From an optimization exercise on the open Yosys and OpenROAD flow, aimed at small area, a short achievable clock period and few clock cycles; shortcuts taken in it are not production practice.
No functional check of the RTL was part of this run.
No activity file was given, so power comes from the tool's default toggle rates.

$ cat design.v
`timescale 1ns / 1ps
package clc_pkg;
    localparam int SAMPLE_W   = 16;
    localparam int CUR_W      = 16;
    localparam int STATUS_W   = 3;
    localparam int CFG_IDX_W  = 2;
    localparam int TDATA_IN_W = 16;
    localparam int TDATA_OUT_W = 8;
    localparam int MAX_SAMPLES_DEF = 1024;
    localparam int TOP_COUNT_DEF   = 3;
    localparam int QUEUE_DEPTH     = 2;
    localparam logic [CUR_W-1:0] RATED_RESET = 16'd1000;
    localparam logic [CUR_W-1:0] MINW_RESET  = 16'd200;
    localparam int OFF_LIMIT_MA = 100;
    localparam int OVER_NUM     = 5;
    localparam int OVER_DEN     = 4;
    localparam logic MODE_PEAK = 1'b0;
    localparam logic MODE_MEAN = 1'b1;
    typedef enum logic [STATUS_W-1:0] {
        ST_NORMAL  = 3'd0,
        ST_OVER    = 3'd1,
        ST_UNDER   = 3'd2,
        ST_OFF     = 3'd3,
        ST_INVALID = 3'd4
    } status_t;
    typedef enum logic [CFG_IDX_W-1:0] {
        CFG_RATED = 2'd0,
        CFG_MINW  = 2'd1,
        CFG_MODE  = 2'd2
    } cfg_index_t;
    function automatic integer cnt_width(input integer max_samples);
        cnt_width = $clog2(max_samples + 1);
    endfunction
    function automatic integer sum_width(input integer max_samples);
        sum_width = cnt_width(max_samples) + SAMPLE_W - 1;
    endfunction
    function automatic integer entry_width(input integer max_samples, input integer top_count);
        entry_width = sum_width(max_samples) + cnt_width(max_samples) + top_count * SAMPLE_W;
    endfunction
    function automatic logic [SAMPLE_W-1:0] mag16(input logic [SAMPLE_W-1:0] v);
        mag16 = v[SAMPLE_W-1] ? (~v + 1'b1) : v;
    endfunction
endpackage
`timescale 1ns / 1ps
module current_level_classifier #(
    parameter int MAX_SAMPLES = clc_pkg::MAX_SAMPLES_DEF,
    parameter int TOP_COUNT   = clc_pkg::TOP_COUNT_DEF
) (
    input  logic                              aclk,
    input  logic                              aresetn,
    input  logic                              s_tvalid,
    output logic                              s_tready,
    input  logic [clc_pkg::TDATA_IN_W-1:0]    s_tdata,    
    input  logic                              s_tuser,    
    input  logic                              s_tlast,
    output logic                              m_tvalid,
    input  logic                              m_tready,
    output logic [clc_pkg::TDATA_OUT_W-1:0]   m_tdata,    
    input  logic                              cfg_valid,
    output logic                              cfg_ready,
    input  logic [clc_pkg::CFG_IDX_W-1:0]     cfg_index,
    input  logic [clc_pkg::CUR_W-1:0]         cfg_data
);
    logic [15:0] rated_n_reg, minw_n_reg;
    logic        mode_reg;
    wire  [15:0] rated_reg = ~rated_n_reg;
    wire  [15:0] minw_reg  = ~minw_n_reg;
    assign cfg_ready = 1'b1;
    always_ff @(posedge aclk) begin
        if (!aresetn) begin
            rated_n_reg <= ~16'd1000;
            minw_n_reg  <= ~16'd200;
            mode_reg    <= 1'b0;
        end else if (cfg_valid) begin
            if (cfg_index == 2'd0) rated_n_reg <= ~cfg_data;
            if (cfg_index == 2'd1) minw_n_reg  <= ~cfg_data;
            if (cfg_index == 2'd2) mode_reg    <= cfg_data[0];
        end
    end
    wire peak = !mode_reg;
    logic        pend_reg;       
    logic        bv_reg;         
    logic        out_v_reg;
    logic [2:0]  out_st_reg;
    logic [9:0]  lf_reg;         
    logic        full_reg;       
    logic [53:0] acc_reg;
    wire out_acc = !out_v_reg || m_tready;
    wire c_free  = peak ? (!bv_reg || !out_v_reg) : (!pend_reg || !out_v_reg);
    wire pend_go = pend_reg && c_free;
    logic        iv_reg, iu_reg, il_reg;
    logic [16:0] id_reg;             
    logic        pend_next, bv_next, out_v_next;
    assign s_tready = peak ? (!bv_next || !out_v_next) : (!pend_next || !out_v_next);
    always_ff @(posedge aclk) begin
        if (!aresetn) begin
            iv_reg <= 1'b0;
        end else begin
            iv_reg <= s_tvalid && s_tready;
        end
    end
    always_ff @(posedge aclk) begin
        id_reg <= {s_tdata[15], s_tdata[15] ? 16'd0 - s_tdata : s_tdata};
        iu_reg <= s_tuser;
        il_reg <= s_tlast;
    end
    wire        b_v = iv_reg;        
    wire [16:0] b_d = id_reg;
    wire        b_u = iu_reg;
    wire        b_l = il_reg;
    wire        add = b_v && b_u && !(full_reg && !pend_reg);
    wire        [15:0] vm = b_d[15:0];
    wire               vs = b_d[16];
    wire [16:0] v_sm = b_d;
    wire [16:0] t0 = acc_reg[16:0];
    wire [16:0] t1 = acc_reg[33:17];
    wire [16:0] t2 = acc_reg[50:34];
    wire t0_ge, t1_ge, t2_ge;
    clc_smge u_ge0 (.a(t0), .b(v_sm), .ge(t0_ge));
    clc_smge u_ge1 (.a(t1), .b(v_sm), .ge(t1_ge));
    clc_smge u_ge2 (.a(t2), .b(v_sm), .ge(t2_ge));
    logic f1_reg, f2_reg, f3_reg, first_reg;
    wire cb_ge1 = !first_reg;
    wire cb_ge2 = !pend_reg && f2_reg;
    wire cb_ge3 = !pend_reg && f3_reg;
    wire ge0 = cb_ge1 && t0_ge;
    wire ge1 = cb_ge2 && t1_ge;
    wire ge2 = cb_ge3 && t2_ge;
    wire hold2 = ge2 || !cb_ge2;
    wire [16:0] t0_ins = ge0 ? t0 : v_sm;
    wire [16:0] t1_ins = ge1 ? t1 : (ge0 ? v_sm : t0);
    wire [16:0] t2_ins = hold2 ? t2 : (ge1 ? v_sm : t1);
    wire [26:0] dr = acc_reg[26:0];
    wire [26:0] dm = acc_reg[53:27];
    wire        first = first_reg;
    localparam int CW = 4;                     
    localparam int NY = (27 + CW - 1) / CW - 1;
    logic [NY-1:0] cyr_reg, cym_reg;
    logic [26:0] dr_ins, dm_ins;
    logic [NY-1:0] cyr_ins, cym_ins;
    clc_csacc #(.CW(CW)) u_accr (.d(dr), .cy(cyr_reg), .first(first), .vm(vm),
                      .cur(rated_reg), .d_new(dr_ins), .cy_new(cyr_ins));
    clc_csacc #(.CW(CW)) u_accm (.d(dm), .cy(cym_reg), .first(first), .vm(vm),
                      .cur(minw_reg), .d_new(dm_ins), .cy_new(cym_ins));
    always_ff @(posedge aclk) begin
        if (add && !peak) begin
            cyr_reg <= cyr_ins;
            cym_reg <= cym_ins;
        end
    end
    wire dr_neg, dm_neg;
    clc_cssign #(.CW(CW)) u_sgnr (.d(dr), .cy(cyr_reg), .neg(dr_neg));
    clc_cssign #(.CW(CW)) u_sgnm (.d(dm), .cy(cym_reg), .neg(dm_neg));
    wire n_ge2 = f2_reg;
    wire n_ge3 = f3_reg;
    wire [1:0]  k_c = f3_reg ? 2'd3 : {f2_reg, f1_reg && !f2_reg};
    wire [17:0] x0 = {2'd0, t0[15:0]};
    wire [17:0] x1 = {2'd0, t1[15:0] & {16{n_ge2}}};
    wire [17:0] x2 = {2'd0, t2[15:0] & {16{n_ge3}}};
    wire [17:0] ts1 = x0 ^ x1 ^ x2;
    wire [17:0] tc1 = {(x0[16:0] & x1[16:0]) | (x0[16:0] & x2[16:0]) | (x1[16:0] & x2[16:0]), 1'b0};
    wire [17:0] tsum = ts1 + tc1;
    wire sel_mn = !peak && add;
    wire sel_pk = peak && add;
    wire sel_t  = peak && pend_go;
    logic [53:0] acc_next;
    always_comb begin
        acc_next = acc_reg;
        if (sel_mn) begin
            acc_next[26:0]  = dr_ins;
            acc_next[53:27] = dm_ins;
        end
        if (sel_pk) begin
            acc_next[16:0]  = t0_ins;
            acc_next[33:17] = t1_ins;
            acc_next[50:34] = t2_ins;
        end
        if (sel_t) begin
            acc_next[51:34] = tsum;
            acc_next[53:52] = k_c;
        end
    end
    always_ff @(posedge aclk) begin
        acc_reg <= acc_next;
    end
    localparam logic [9:0] LF_SEED = 10'd1;
    wire [9:0] lf_step = {lf_reg[8:0], lf_reg[9] ^ lf_reg[6]};
    always_ff @(posedge aclk) begin
        if (add) begin
            lf_reg <= cb_ge1 ? lf_step : LF_SEED;
        end
    end
    always_ff @(posedge aclk) begin
        if (!aresetn) begin
            full_reg <= 1'b0;
            f1_reg   <= 1'b0;
            f2_reg   <= 1'b0;
            f3_reg   <= 1'b0;
        end else if (!pend_reg || pend_go) begin
            full_reg <= add ? (cb_ge1 && lf_step == LF_SEED) : (!pend_reg && full_reg);
            f1_reg   <= cb_ge1 || add;
            f2_reg   <= cb_ge2 || (cb_ge1 && add);
            f3_reg   <= cb_ge3 || (cb_ge2 && add);
        end
    end
    assign pend_next = (!pend_reg || pend_go) ? (b_v && b_l) : pend_reg;
    always_ff @(posedge aclk) begin
        if (!aresetn) begin
            pend_reg  <= 1'b0;
            first_reg <= 1'b1;
        end else begin
            pend_reg  <= pend_next;
            if (!pend_reg || pend_go) begin
                first_reg <= (b_v && b_l) || !(cb_ge1 || add);
            end
        end
    end
    logic [2:0] st_mean;
    always_comb begin
        if (!f1_reg)            st_mean = 3'd4;
        else if (!dr_neg)       st_mean = 3'd1;
        else if (!dm_neg)       st_mean = 3'd0;
        else                    st_mean = 3'd2;
    end
    wire [17:0] tb_t = acc_reg[51:34];
    wire [1:0]  tb_k = acc_reg[53:52];
    logic [21:0] xa, xb, xc, xd, xs1, xc1, xs2, xc2;
    logic [19:0] ya, yb, yc, ys1, yc1;
    logic        kx, ky, x_neg, y_neg;
    clc_cout #(.N(21)) u_cx (.a(xs2[20:0]), .b(xc2[20:0]), .cin(1'b1), .cout(kx));
    clc_cout #(.N(19)) u_cy (.a(ys1[18:0]), .b(yc1[18:0]), .cin(1'b1), .cout(ky));
    always_comb begin
        xa  = {2'd0, tb_t, 2'b00};
        xb  = {4'd0, tb_t};
        xc  = ~(tb_k[0] ? {4'd0, rated_reg, 2'b00} : 22'd0);
        xd  = ~(tb_k[1] ? {3'd0, rated_reg, 3'b000} : 22'd0);
        xs1 = xa ^ xb ^ xc;
        xc1 = {(xa[20:0] & xb[20:0]) | (xa[20:0] & xc[20:0]) | (xb[20:0] & xc[20:0]), 1'b1};
        xs2 = xs1 ^ xc1 ^ xd;
        xc2 = {(xs1[20:0] & xc1[20:0]) | (xs1[20:0] & xd[20:0]) | (xc1[20:0] & xd[20:0]), 1'b0};
        x_neg = xs2[21] ^ xc2[21] ^ kx;
        ya  = {2'd0, tb_t};
        yb  = ~(tb_k[0] ? {4'd0, minw_reg} : 20'd0);
        yc  = ~(tb_k[1] ? {3'd0, minw_reg, 1'b0} : 20'd0);
        ys1 = ya ^ yb ^ yc;
        yc1 = {(ya[18:0] & yb[18:0]) | (ya[18:0] & yc[18:0]) | (yb[18:0] & yc[18:0]), 1'b1};
        y_neg = ys1[19] ^ yc1[19] ^ ky;
    end
    wire        is_off  = (tb_k == 2'd1) ? (tb_t <= 18'd100) :
                          (tb_k == 2'd2) ? (tb_t <= 18'd200) : (tb_t <= 18'd300);
    logic [2:0] st_peak;
    always_comb begin
        if (rated_reg == 16'd0 || tb_k == 2'd0)        st_peak = 3'd4;
        else if (!x_neg)                          st_peak = 3'd1;
        else if (is_off)                               st_peak = 3'd3;
        else if (y_neg)                          st_peak = 3'd2;
        else                                           st_peak = 3'd0;
    end
    assign bv_next    = (peak && pend_go) ? 1'b1 : (out_acc ? 1'b0 : bv_reg);
    assign out_v_next = out_acc ? (peak ? bv_reg : pend_go) : out_v_reg;
    always_ff @(posedge aclk) begin
        if (!aresetn) begin
            bv_reg    <= 1'b0;
            out_v_reg <= 1'b0;
        end else begin
            bv_reg    <= bv_next;
            out_v_reg <= out_v_next;
        end
    end
    always_ff @(posedge aclk) begin
        if (out_acc) begin
            out_st_reg <= peak ? st_peak : st_mean;
        end
    end
    assign m_tvalid = out_v_reg;
    assign m_tdata  = {5'd0, out_st_reg};
endmodule
module clc_csacc #(
    parameter int CW = 3,
    parameter int NY = (27 + CW - 1) / CW - 1     
) (
    input  logic [26:0]   d,
    input  logic [NY-1:0] cy,
    input  logic          first,
    input  logic [15:0]   vm,        
    input  logic [15:0]   cur,
    output logic [26:0]   d_new,
    output logic [NY-1:0] cy_new
);
    logic [26:0] a, b, s;
    logic [27:0] c;
    logic        k;
    always_comb begin
        a = first ? 27'd0 : d;
        b = {11'h7ff, ~cur};
        c[0] = 1'b0;
        for (int i = 0; i < 27; i++) begin
            logic x;
            x = (i < 16) ? vm[i] : 1'b0;
            s[i]   = a[i] ^ b[i] ^ x;
            c[i+1] = (a[i] & b[i]) | (a[i] & x) | (b[i] & x);
        end
        k = 1'b1;
        for (int i = 0; i < 27; i++) begin
            if (i > 0 && i % CW == 0) begin
                cy_new[i/CW - 1] = k;
                k = first ? 1'b0 : cy[i/CW - 1];
            end
            d_new[i] = s[i] ^ c[i] ^ k;
            k = (s[i] & c[i]) | (s[i] & k) | (c[i] & k);
        end
    end
endmodule
module clc_cssign #(
    parameter int CW = 3,
    parameter int NY = (27 + CW - 1) / CW - 1,
    parameter int TW = 27 - CW * NY               
) (
    input  logic [26:0]   d,
    input  logic [NY-1:0] cy,
    output logic          neg
);
    logic          r;
    logic [CW-1:0] x;
    logic [TW:0]   top;
    always_comb begin
        r = 1'b0;
        for (int j = 1; j < NY; j++) begin
            x = d[CW*j +: CW];
            r = ((&x) & (cy[j-1] | r))
              | ((x == {{(CW-1){1'b1}}, 1'b0}) & cy[j-1] & r);
        end
        top = {1'b0, d[26 -: TW]} + {{TW{1'b0}}, cy[NY-1]} + {{TW{1'b0}}, r};
        neg = top[TW-1];
    end
endmodule
module clc_smge (
    input  logic [16:0] a,
    input  logic [16:0] b,
    output logic        ge
);
    logic [15:0] g0, e0;
    logic [7:0]  g1, e1;
    logic [3:0]  g2, e2;
    logic [1:0]  g3, e3;
    logic        gt, eq;
    always_comb begin
        g0 = a[15:0] & ~b[15:0];
        e0 = ~(a[15:0] ^ b[15:0]);
        for (int i = 0; i < 8; i++) begin
            g1[i] = g0[2*i+1] | (e0[2*i+1] & g0[2*i]);
            e1[i] = e0[2*i+1] & e0[2*i];
        end
        for (int i = 0; i < 4; i++) begin
            g2[i] = g1[2*i+1] | (e1[2*i+1] & g1[2*i]);
            e2[i] = e1[2*i+1] & e1[2*i];
        end
        for (int i = 0; i < 2; i++) begin
            g3[i] = g2[2*i+1] | (e2[2*i+1] & g2[2*i]);
            e3[i] = e2[2*i+1] & e2[2*i];
        end
        gt = g3[1] | (e3[1] & g3[0]);
        eq = e3[1] & e3[0];
        if (a[16] != b[16]) ge = !a[16];
        else if (a[16])     ge = !gt;
        else                ge = gt | eq;
    end
endmodule
module clc_cout #(
    parameter int N = 16
) (
    input  logic [N-1:0] a,
    input  logic [N-1:0] b,
    input  logic         cin,
    output logic         cout
);
    localparam int M = 1 << $clog2(N);
    logic [M-1:0] g, p;
    always_comb begin
        for (int i = 0; i < M; i++) begin
            g[i] = (i < N) ? (a[i] & b[i]) : 1'b0;
            p[i] = (i < N) ? (a[i] | b[i]) : 1'b1;
        end
        g[0] = g[0] | (p[0] & cin);
        for (int w = 1; w < M; w = w * 2) begin
            for (int i = 0; i + w < M; i = i + 2 * w) begin
                g[i] = g[i+w] | (p[i+w] & g[i]);
                p[i] = p[i+w] & p[i];
            end
        end
        cout = g[0];
    end
endmodule
$ cat flow/run.sh
#!/bin/bash
set -o pipefail
export BUFFER_PORTS_ARGS="-buffer_cell sky130_fd_sc_hd__buf_1"
bash standard.sh > standard.log 2>&1
$ cat standard.sh
#!/bin/bash
# synth_recipe.tcl (not shown) runs the flow's synth.tcl, then flattens the netlist and writes it again
# the make line also repeats each setting of config.mk as NAME=value (left out here)
make -C /OpenROAD-flow-scripts/flow DESIGN_CONFIG=/design/flow/config.mk WORK_HOME=/design/flow/orfs CLKGATE_MAP_FILE= SYNTH_SCRIPT=/design/flow/synth_recipe.tcl "${@:-finish}"
$ cat config.mk
export PLATFORM = sky130hd
export DESIGN_NAME = current_level_classifier
export DESIGN_NICKNAME = current_level_classifier
export VERILOG_FILES = /design/flow/design.v
export SDC_FILE = /design/flow/constraint.sdc
export NUM_CORES = 4
export LEC_CHECK = 0
export CAP_MARGIN = 20
export CORE_MARGIN = 2
export CORE_UTILIZATION = 40
export CTS_BUF_LIST = sky130_fd_sc_hd__clkbuf_8
export SETUP_SLACK_MARGIN = 2.7
export SLEW_MARGIN = 20
$ cat constraint.sdc
create_clock -name core_clock -period 6.5 [get_ports {aclk}]
set_input_delay 1.3000 -clock core_clock [delete_from_list [all_inputs] [get_ports {aclk}]]
set_output_delay 1.3000 -clock core_clock [all_outputs]
set_load 0.01 [all_outputs]
==> run summary <==
==> stage by stage <==
step / cells / area (um2)
2_1_floorplan: 1293 / 12600
3_3_place_gp: 1691 / 13100
3_5_place_dp: 1691 / 13100
4_1_cts: 1740 / 13700
5_1_grt: 1754 / 13900
6_report: 1754 / 13900
==> kinds of logic after synthesis <==
family | synth area share (%)
other cells | 0.0596
compound gates | 13.9
mux | 1.75
buf+inv | 5.17
simple gates | 17.0
flops | 28.5
fa+ha+maj | 31.4
xor+xnor | 2.23
==> cell usage in the layout, fill, tap and decap left out, types with 12 or more instances in the layout <==
cell        n
a21o_1     30
a21oi_1    59
a31oi_1    12
and2_1     34
buf_1      45
buf_4      38
clkbuf_8   17
dfxtp_1    57
edfxtp_1   79
fa_1      146
ha_1       71
inv_1     109
maj3_1     12
mux2i_1    22
nand2_1   117
nand2b_1   44
nand3_1    18
nand4_1    15
nor2_1     82
nor2b_1    55
nor3_1     22
o211ai_1   33
o21ai_0    61
xnor2_1    27
==> worst max-delay path: stages, from the launching register on <==
cell and delay, ps:
edfxtp_1 470, buf_6 170, nand2b_4 60, fa_1 520, inv_1 50, fa_1 520
inv_2 60, o21ai_4 160, nor3_2 60, or4_1 540, o211ai_1 290, a31oi_2 160
maj3_2 340, a211oi_2 180, o22ai_1 80
==> metal layers <==
layer | track usage, % | vias to the layer above
met1 | 31.3 | 4936
met5 | 0 | -
met2 | 38.7 | 338
li1 | - | 4558
met3 | 3.15 | 88
met4 | 13.0 | 0
==> path summary, 6_finish.rpt <==
check              start             to  slack [ps]  cells after the start
max          acc_reg[52]  out_st_reg[0]        2560                     14
min               bv_reg         bv_reg         480                      2
max reg2reg  acc_reg[52]  out_st_reg[0]        2560                     14
min reg2reg       bv_reg         bv_reg         480                      2
==> power breakdown <==
group | switching [W] | total, W | internal, W
registers | 0.0000917 | 0.00110 | 0.00101
clock network | 0.000413 | 0.000714 | 0.000301
logic | 0.000383 | 0.000682 | 0.000299
==> cell type report <==
type | instances | area [um2] | share of cell area [%]
clock inverters | 15 | 129 | 0.929
repair buffers | 88 | 523 | 3.77
flip-flops and latches | 140 | 3600 | 26.0
inverters | 111 | 427 | 3.08
well taps | 396 | 495 | 3.57
clock buffers | 17 | 234 | 1.69
multi-input cells | 987 | 8450 | 61.0
==> what timing repair did <==
action	CTS	global route
resized for setup	18	16
setup buffers	17	13
endpoints found under the setup margin	9	35
pin swaps	10	2
==> run summary <==
status=no timing/DRC/antenna violations; endpoints failing setup=0; Die Ht=181 um; # Max-Cap Violations=0; post-synth cell types=66; die area=0.0329 mm2; Tightest Pin Transition=1140 ps; Sink Count=140; Seq cells post-synth=140; post-route ant nets=0; synth top area cells=fa_1 23%, edfxtp_1 19%, dfxtp_1 9.7%, ha_1 7.1%, nand2_1 3.5%; io pins=52; EDFF count, synth=79; worst hold path type=flip-flop to flip-flop; clock root cell=clkbuf_8; crit path DAT=4160 ps; Routed met1 length=16200 um; syn avg cell area=9.77 um2; starting density of the core=40.8%; largest net degree at the start of global routing=62; ratio of cells with drive above 1 in the final layout=8.10%; Site Rows=64; period utilization=60.6%; Port Buf Inserts=45; CP Capture Type=flip-flop; leading area contributor after synthesis=fa_1; via density per instance=5.66; metal2 WL=17500 um; drt total wl=37800 um; Final Skew=18.6 ps; PD cells=180 mW/mm2; clock buffer depth=2; global route overflow=0; initial antenna violation count=0; RSZ-0062 raised after global routing=yes; FILL cells=2944; clock slew at reported path FFs=90 ps; Tot Pwr=0.00249 W; CP Launch Type=flip-flop; commonest cells in the netlist=146 x fa_1, 119 x nand2_1, 109 x inv_1, 83 x nor2_1, 79 x edfxtp_1; Final nets=1603; Synth-to-Final Area Change=10.1%; Worst Slack Setup Final=2560 ps; worst skew pair latency=490 ps; top sig layer=met4; critical path data required time=6720 ps; Final Hold Fails=0; hpwl dp=28900 um; Netlist Area Pre-Place=0.0126 mm2; Die X=181 um; ys flop type=edfxtp_1; Slew headroom=23.7%; # H-tree levels=4; GRT Overall Usage=23.9%; final slew viol count=0; Place WS=2170 ps; Fmax achieved=254 MHz; DR iter-0 viols=934; max reg flops=54; FFs w/ async S/R, synth=0%; post-synthesis sequential area ratio=28.5%; static leakage=5.69 nW; Num CTS Buffers=17; Hold Buf Count CTS=0; hold_ws=480 ps; Tmin final=3940 ps; setup TNS=0 ps; wire length per cell=21.6 um; DR pass1 iterations=6; met3 WL=2130 um; CTS tree=built; top-area cell type share of the netlist area=23.2%; first-pass GRT wire length=59500 um; most common cell in the netlist=fa_1; Final Util=45.0%; synth warn=6; antenna cell count=0; vias in the first global route=10100; Placer Congestion=0.921; core area=0.0308 mm2; DR DRC count=0; crit path kind=flip-flop to flip-flop; crit-path max FO=6; VDD IR max=0.120 mV; vias=9920; Cells after Synth=1289

[separate check: timing with driven ports]
No port has a modelled driver above. Below, the same layout with a new extraction and two added sets of constraints. Step 1, drivers: a clkbuf_16 drives aclk and a buf_2 each remaining input, both assumed. Step 2, shift: input delay + t, output delay - t, t = (earliest + latest rising clock arrival at the registers) / 2. This alone moves slack from input paths to output paths. Slacks: ideal ports / drivers / drivers and shift; pairs: ideal ports / drivers.
t (ns): 0.520
setup slack, ns: 2.561 / 2.561 / 2.561
hold WS [ns]: 0.480 / 0.480 / 0.480
worst setup path at the end: register to register
After both steps setup and hold are still met in this run. The setup slack of this run moves by 0.000 ns with the drivers and by 0.000 ns with both steps.
